From an optimization exercise on the open Yosys and OpenROAD flow, aimed at small area and few clock cycles per item; shortcuts taken in it are not production practice. Where RTL was checked, it was by simulation tests only, not by an equivalence proof against the original. Only the layout flow was run in run 2; the RTL was not checked for function there.

==> flow/design.v, too long to show whole: its modules and the start of the top module <==
// module fp_mult_pipe: 1370 lines
module fp_mult_pipe #(
   parameter int EXP_W = 8,
   parameter int MAN_W = 23
) (
   input  logic                 clk,
   input  logic                 rst_n,
   input  logic                 in_valid,
   output logic                 in_ready,
   input  logic [EXP_W+MAN_W:0] x,
   input  logic [EXP_W+MAN_W:0] y,
   output logic                 out_valid,
   input  logic                 out_ready,
   output logic [EXP_W+MAN_W:0] result
   ,
   output logic [3:0]           flags
);
  // ...
==> flow/flow/run.sh <==
#!/bin/bash
# Layout flow: the standard ORFS flow, with Yosys's generic `abc -fast` pass
# skipped in synthesis (synth -noabc), so that the full adders written in the RTL
# reach extract_fa as written and keep one polarity through the adder tree, and
# with every port buffered by a buf_2 instead of the default clkdlybuf4s50_1.
set -euo pipefail
cd "$(dirname "$0")/.."
export BUFFER_PORTS_ARGS="-buffer_cell sky130_fd_sc_hd__buf_2"
export REMOVE_ABC_BUFFERS=1
bash standard.sh synth SYNTH_ARGS=-noabc > synth.log 2>&1
bash standard.sh finish SYNTH_ARGS=-noabc > layout.log 2>&1
==> flow/standard.sh <==
#!/bin/bash
# synth_recipe.tcl (not shown) runs the flow's synth.tcl, then flattens the netlist and writes it again
# the make line also repeats each setting of config.mk as NAME=value (left out here)
make -C /OpenROAD-flow-scripts/flow DESIGN_CONFIG=/design/flow/config.mk WORK_HOME=/design/flow/orfs CLKGATE_MAP_FILE= SYNTH_SCRIPT=/design/flow/synth_recipe.tcl "${@:-finish}"
==> flow/config.mk <==
export PLATFORM = sky130hd
export DESIGN_NAME = fp_mult_pipe
export DESIGN_NICKNAME = fp_mult_pipe
export VERILOG_FILES = /design/flow/design.v
export SDC_FILE = /design/flow/constraint.sdc
export NUM_CORES = 4
export LEC_CHECK = 0
export ABC_AREA = 1
export CAP_MARGIN = 20
export CORE_MARGIN = 2
export CORE_UTILIZATION = 40
export CTS_BUF_LIST = sky130_fd_sc_hd__clkbuf_8
export GPL_TIMING_DRIVEN = 0
export SLEW_MARGIN = 20
==> flow/constraint.sdc <==
create_clock -name core_clock -period 7.5 [get_ports {clk}]
set_input_delay 1.5000 -clock core_clock [delete_from_list [all_inputs] [get_ports {clk}]]
set_output_delay 1.5000 -clock core_clock [all_outputs]
set_load 0.01 [all_outputs]
==> out/metrics.csv, run 1 <==
metric,value,unit
outcome,finished clean,
die area,44400,µm²
Synthesis Warnings,1,
slew margin rel.,0.355,
met3 routed WL,5.96,mm
FF-to-FF setup slack,6.16,ns
CP arrival,7.32,ns
iteration count of the initial detailed-routing pass,5,
Synth top area share,0.302,
Non-clock buffers,143,
initial antenna violation count,1,
largest family of logic cells by synthesized area,adder cells,
post-route cell area,18700,µm²
Post-synth EDFFs,40,
hold_buf cts,0,
async set-reset flop share out of synthesis,0.0244,
syn avg cell area,8.33,µm²
Tapcells,539,
number of flip-flops in the largest register,26,
total core area,42000,µm²
final period utilization,0.971,
Setup TNS,0,ns
first-pass GRT wire length,89.8,mm
CTS tree,yes,
RSZ-0062 raised after global routing,no,
simple-gate share of the synthesized area,0.121,
final instance count without filler cells,2644,
Synth Flop Type,edfxtp_1,
Crit. End Element,flip-flop,
I/O Buffers,105,
FP Rows,75,
Testbench counts, summed over its fixed seeds: cycles 16,008, items 16,000.
==> run 2: changes to the inputs <==
--- a/flow/design.v
+++ b/flow/design.v
@@ -1308,44 +1308,39 @@
          s_q   <= sx ^ sy;
          e_q   <= {1'b0, ex} + {1'b0, ey};
          ph_q  <= p[PW-1:MAN_W-1];
          st_q  <= st_d;
          sc_q  <= sc_d;
          inv_q <= inv_d;
       end
    end
-   logic             msb, rnd1, rnd0, rnd, cry, ovf, unf, inx;
+   logic             msb, grd, stk, rnd, cry, ovf, unf;
    logic [SW-1:0]    man_n;
-   logic [SW-1:0]    ones;    
+   logic [SW:0]      man_r;
    logic [MAN_W-1:0] frac;
+   logic [XW-1:0]    e_s;
    logic [EXP_W-1:0] e_o;
    assign msb   = ph_q[SW+1];
    assign man_n = msb ? ph_q[SW+1:2] : ph_q[SW:1];
-   assign rnd1  = ph_q[1] & (ph_q[0] | st_q | ph_q[2]);
-   assign rnd0  = ph_q[0] & (st_q | ph_q[1]);
-   assign rnd   = msb ? rnd1 : rnd0;
-   assign inx   = ph_q[0] | st_q | (msb & ph_q[1]);
-   always_comb begin
-      ones[0] = 1'b1;
-      for (int i = 1; i < SW; i++)
-         ones[i] = ones[i-1] & man_n[i-1];
-   end
-   assign frac = man_n[MAN_W-1:0] ^ ({MAN_W{rnd}} & ones[MAN_W-1:0]);
-   assign cry  = rnd & ones[SW-1] & man_n[SW-1];
-   logic [XW-1:0] e_s;
-   assign e_s = {1'b0, e_q} + XW'(msb) + XW'(cry);
-   assign e_o = e_s[EXP_W-1:0] - BIAS[EXP_W-1:0];
-   assign ovf = (e_s >= EMAX + BIAS);
-   assign unf = (e_s <= BIAS);
+   assign grd   = msb ? ph_q[1] : ph_q[0];
+   assign stk   = msb ? (ph_q[0] | st_q) : st_q;
+   assign rnd   = grd & (stk | man_n[0]);
+   assign man_r = {1'b0, man_n} + (SW+1)'(rnd);
+   assign cry   = man_r[SW];
+   assign frac  = man_r[MAN_W-1:0];
+   assign e_s   = {1'b0, e_q} + XW'(msb) + XW'(cry);
+   assign e_o   = e_s[EXP_W-1:0] - BIAS[EXP_W-1:0];
+   assign ovf   = (e_s >= EMAX + BIAS);
+   assign unf   = (e_s <= BIAS);
    logic [W-1:0] r_d;
    logic [3:0]   f_d;
    always_comb begin
       r_d = {s_q, e_o, frac};
-      f_d = {3'b000, inx};
+      f_d = {3'b000, grd | stk};
       case (sc_q)
          2'b11: begin
             r_d = QNAN;
             f_d = {inv_q, 3'b000};
          end
          2'b10: begin
             r_d = {s_q, EONES, {MAN_W{1'b0}}};
             f_d = 4'b0000;
==> flow/flow/run.sh (replaced) <==
#!/bin/bash
# Layout flow: the standard ORFS flow, with Yosys's generic `abc -fast` pass
# skipped in synthesis (synth -noabc), so that the full adders written in the RTL
# reach extract_fa as written and keep one polarity through the adder tree.
# The technology mapping abc pass at the end of synthesis still runs.
set -euo pipefail
cd "$(dirname "$0")/.."
bash standard.sh synth SYNTH_ARGS=-noabc > synth.log 2>&1
bash standard.sh finish SYNTH_ARGS=-noabc > layout.log 2>&1
==> flow/config.mk (replaced) <==
export PLATFORM = sky130hd
export DESIGN_NAME = fp_mult_pipe
export DESIGN_NICKNAME = fp_mult_pipe
export VERILOG_FILES = /design/flow/design.v
export SDC_FILE = /design/flow/constraint.sdc
export NUM_CORES = 4
export LEC_CHECK = 0
export CAP_MARGIN = 20
export CORE_MARGIN = 2
export CORE_UTILIZATION = 40
export GPL_TIMING_DRIVEN = 0
export SLEW_MARGIN = 20
==> run 2 against run 1 <==
Non-clock buffer count grew 178. Flip-flop and latch count is the same. Routed wire length grew 2.2%. Highest routed layer is now met5.
==> out/metrics.csv, run 2 <==
metric,value,unit,change
post-route ant nets,0,,unchanged
crit path max fanout,10,,was 11
list of most frequent post-synthesis cells,"xnor2_1 (266), fa_1 (258), o22ai_1 (217)",,"was o22ai_1 (263), fa_1 (258), xor2_1 (255)"
area of the multi-input gates,15700,µm²,was 14600 µm²
biggest regs,"ph_q x26, e_q x9, sc_q x2",,unchanged
"FF+latch count, synth",41,,unchanged
sequential area share after synthesis,0.0739,,was 0.0718
initial antenna violation count,2,,was 1
CP arrival,7.42,ns,was 7.32 ns
Clock Latency Late Sink,0.29,ns,was 0.30 ns
MaxCap Viol Count,0,,unchanged
area of the mapped netlist,16600,µm²,was 17100 µm²
Max clock buf depth,2,,unchanged
Hold Path Class,flip-flop to flip-flop,,unchanged
Die H,208,µm,was 211 µm
critical path class,input port to flip-flop,,unchanged
final instance count without filler cells,2555,,was 2644
top-count cell post-synth,xnor2_1,,was o22ai_1
IO Count,106,,unchanged
Starting Density,0.406,,about the same
die area,43100,µm²,was 44400 µm²
Tmin final,7.38,ns,was 7.28 ns
total core area,40900,µm²,was 42000 µm²
Biggest register,ph_q,,unchanged
hold_buf cts,0,,unchanged
most frequent cells in the layout,"fa_1 (239), xnor2_1 (224), o22ai_1 (191)",,"was o22ai_1 (263), fa_1 (258), xor2_1 (255)"
per-cell routed wire length,23.9,µm,was 22.6 µm
Netlist cell types,74,,was 52
DR iter-0 viols,1386,,was 1587
total global-route track usage,0.277,,was 0.263
I/O Buffers,101,,was 105
Synth Flop Type,edfxtp_1,,unchanged
Placement Cell Area,18300,µm²,was 18200 µm²
Worst Clk Skew,0.00427,ns,was 0.00839 ns
register area,1230,µm²,unchanged
Post-DP HPWL,50.0,mm,was 47.9 mm
outcome,finished clean,,unchanged
"commonest non-fill, non-tap cell in the layout",fa_1,,was o22ai_1
Max Freq,136,MHz,was 137 MHz
synth top area cells,"fa_1 (31%), xnor2_1 (14%), ha_1 (8.4%)",,"was fa_1 (30%), xor2_1 (13%), o22ai_1 (9.6%)"
post-route cell area,21200,µm²,was 18700 µm²
fill count,3802,,was 4190
iteration count of the initial detailed-routing pass,5,,unchanged
Routability Congestion,1.00,,was 0.975
Max Slew Vio Count,0,,unchanged
final period utilization,0.984,,was 0.971
cell taking the most area after synthesis,fa_1,,unchanged
Post-synth EDFFs,40,,unchanged
Crit. End Element,flip-flop,,unchanged
post-route DRC violation count,0,,unchanged
total wire length,61.2,mm,was 59.9 mm
FP Rows,74,,was 75
clock transition at the registers of the reported paths,0.06,ns,was 0.08 ns
H-Tree Depth,2,,unchanged
Synth Instances,1833,,was 2051
clk root buf,clkbuf_16,,was clkbuf_8
layout cell share with drive strength beyond 1,0.216,,was 0.122
Via density,6.07,,was 5.90
CP Data Required Time,7.55,ns,was 7.54 ns
syn avg cell area,9.06,µm²,was 8.33 µm²
slew margin rel.,0.448,,was 0.355
largest net degree at the start of global routing,30,,was 33
total clock sinks,41,,unchanged
CTS tree,yes,,unchanged
async set-reset flop share out of synthesis,0.0244,,unchanged
die width,208,µm,was 211 µm
number of flip-flops in the largest register,26,,unchanged
Synthesis Warnings,1,,unchanged
Syn-to-layout area delta,27.8,%,was 9.39%
nets,2459,,was 2540
TritonCTS Buffers,5,,unchanged
DR vias,15514,,was 15600
vias in the first global route,15607,,was 15492
Synth top area share,0.311,,was 0.302
worst-margin pin slew,0.821,ns,was 0.967 ns
DP Cell Count,2467,,was 2598
count of final setup violators,0,,unchanged
final hold vios,0,,unchanged
remaining global-route overflow,0,,unchanged
first-pass GRT wire length,92.9,mm,was 89.8 mm
Worst Setup Start Kind,input port,,unchanged
ant diodes,0,,unchanged
-- run 2: final cells by class --
| type | count | share of cell area |
|---|---|---|
| Inverter | 95 | 0.0196 |
| Sequential cell | 41 | 0.0578 |
| Clock buffer | 5 | 0.00590 |
| Multi-Input combinational cell | 1558 | 0.742 |
| Timing Repair Buffer | 187 | 0.0801 |
| Clock inverter | 3 | 0.00218 |
| Buffer | 134 | 0.0612 |
| Tap cell | 532 | 0.0314 |
-- run 2: worst max-delay path: stages --
cell	delay, ns
clkdlybuf4s50_1	0.47
buf_6	0.18
buf_12	0.16
xnor2_1	0.27
o22ai_2	0.15
fa_2	0.60
fa_1	0.46
fa_2	0.59
fa_1	0.43
fa_2	0.57
ha_4	0.23
a21o_1	0.18
o21bai_1	0.16
a211oi_2	0.27
o21ai_4	0.13
o21ai_4	0.23
a311o_1	0.27
nand2_2	0.08
a41o_1	0.27
o21ba_2	0.21
-- run 2: cells by family (layout without fill, tap and decap cells) --
| group | count (synthesis) | count (layout) | synth area share |
|---|---|---|---|
| compound gates | 514 | 514 | 0.195 |
| xor+xnor | 305 | 305 | 0.161 |
| fa+ha+maj | 371 | 371 | 0.396 |
| buf+inv | 234 | 424 | 0.0529 |
| flops | 41 | 41 | 0.0739 |
| mux | 14 | 14 | 0.00889 |
| simple gates | 354 | 354 | 0.112 |
-- run 2: final timing paths --
path / start / end / slack, ns / cells past startpoint
min in group asynchronous: rst_n / v_q$_DFFE_PN0P_ / 1.34 / 1
setup / recovery: x[17] / ph_q[23]$_DFFE_PP_ / 0.12 / 20
setup reg to reg: v_q$_DFFE_PN0P_ / ph_q[18]$_DFFE_PP_ / 6.22 / 2
hold / removal: v_q$_DFFE_PN0P_ / v_q$_DFFE_PN0P_ / 0.80 / 2
hold reg to reg: v_q$_DFFE_PN0P_ / v_q$_DFFE_PN0P_ / 0.80 / 2
max in group asynchronous: rst_n / v_q$_DFFE_PN0P_ / 6.06 / 1
-- run 2: repair_timing --
| action | CTS | global route |
|---|---|---|
| cloned | 1 | 0 |
| setup endpoints to repair | 60 | 47 |
| setup buffers | 45 | 39 |
| resized for setup | 490 | 249 |
| pin swaps | 52 | 52 |
-- run 2: metal layers --
layer	wire length (µm)	share of wire	GRT usage	vias up
met5	18	0.00029	0	-
met4	2850	0.047	0.117	2
met3	5460	0.089	0.0431	123
met2	26800	0.44	0.432	783
met1	26100	0.43	0.383	7698
li1	-	-	-	6908
-- run 2: through the flow --
stage / utilization / TNS (ns) / setup WS (ns) / hold slack [ns]
floorplan: - / -0.00440 / -0.00440 / 1.20
global placement: 0.447 / -109.50 / -2.42 / 1.65
detailed placement: 0.448 / -109.52 / -2.38 / 0.822
CTS: 0.493 / 0 / 0.000981 / 0.834
global route: 0.518 / -0.0943 / -0.0422 / 0.876
finish: 0.518 / 0 / 0.120 / 0.797

==> afterwards: timing with drivers on the ports <==
The flow's constraints put no driver on any port. The routed layouts listed below were extracted and timed again, unchanged, in two steps.
Step 1, drivers: a clkbuf_16 drives clk and a buf_2 each remaining input, both assumed.
Step 2 moves the port delays by t, midway between the first and last clock arrival at a register: inputs arrive t later, outputs are due t later. That takes back most of the time a late clock gives input paths.
Three values: no drivers, after step 1, after step 2; two values: the first two.
run	shift t [ns]	slack for setup (ns)	hold slack, ns	worst setup path after step 2
run 1	0.328	0.219 / 0.225 / -0.102	0.859 / 0.859 / 0.859	input to register
run 2	0.324	0.120 / 0.137 / -0.187	0.797 / 0.797 / 0.797	input to register
With both steps, setup timing fails in run 1 and run 2, where it was met with ideal ports. The setup slack of run 1, which loses most, moves by +0.006 ns with the drivers and by -0.321 ns with both steps.
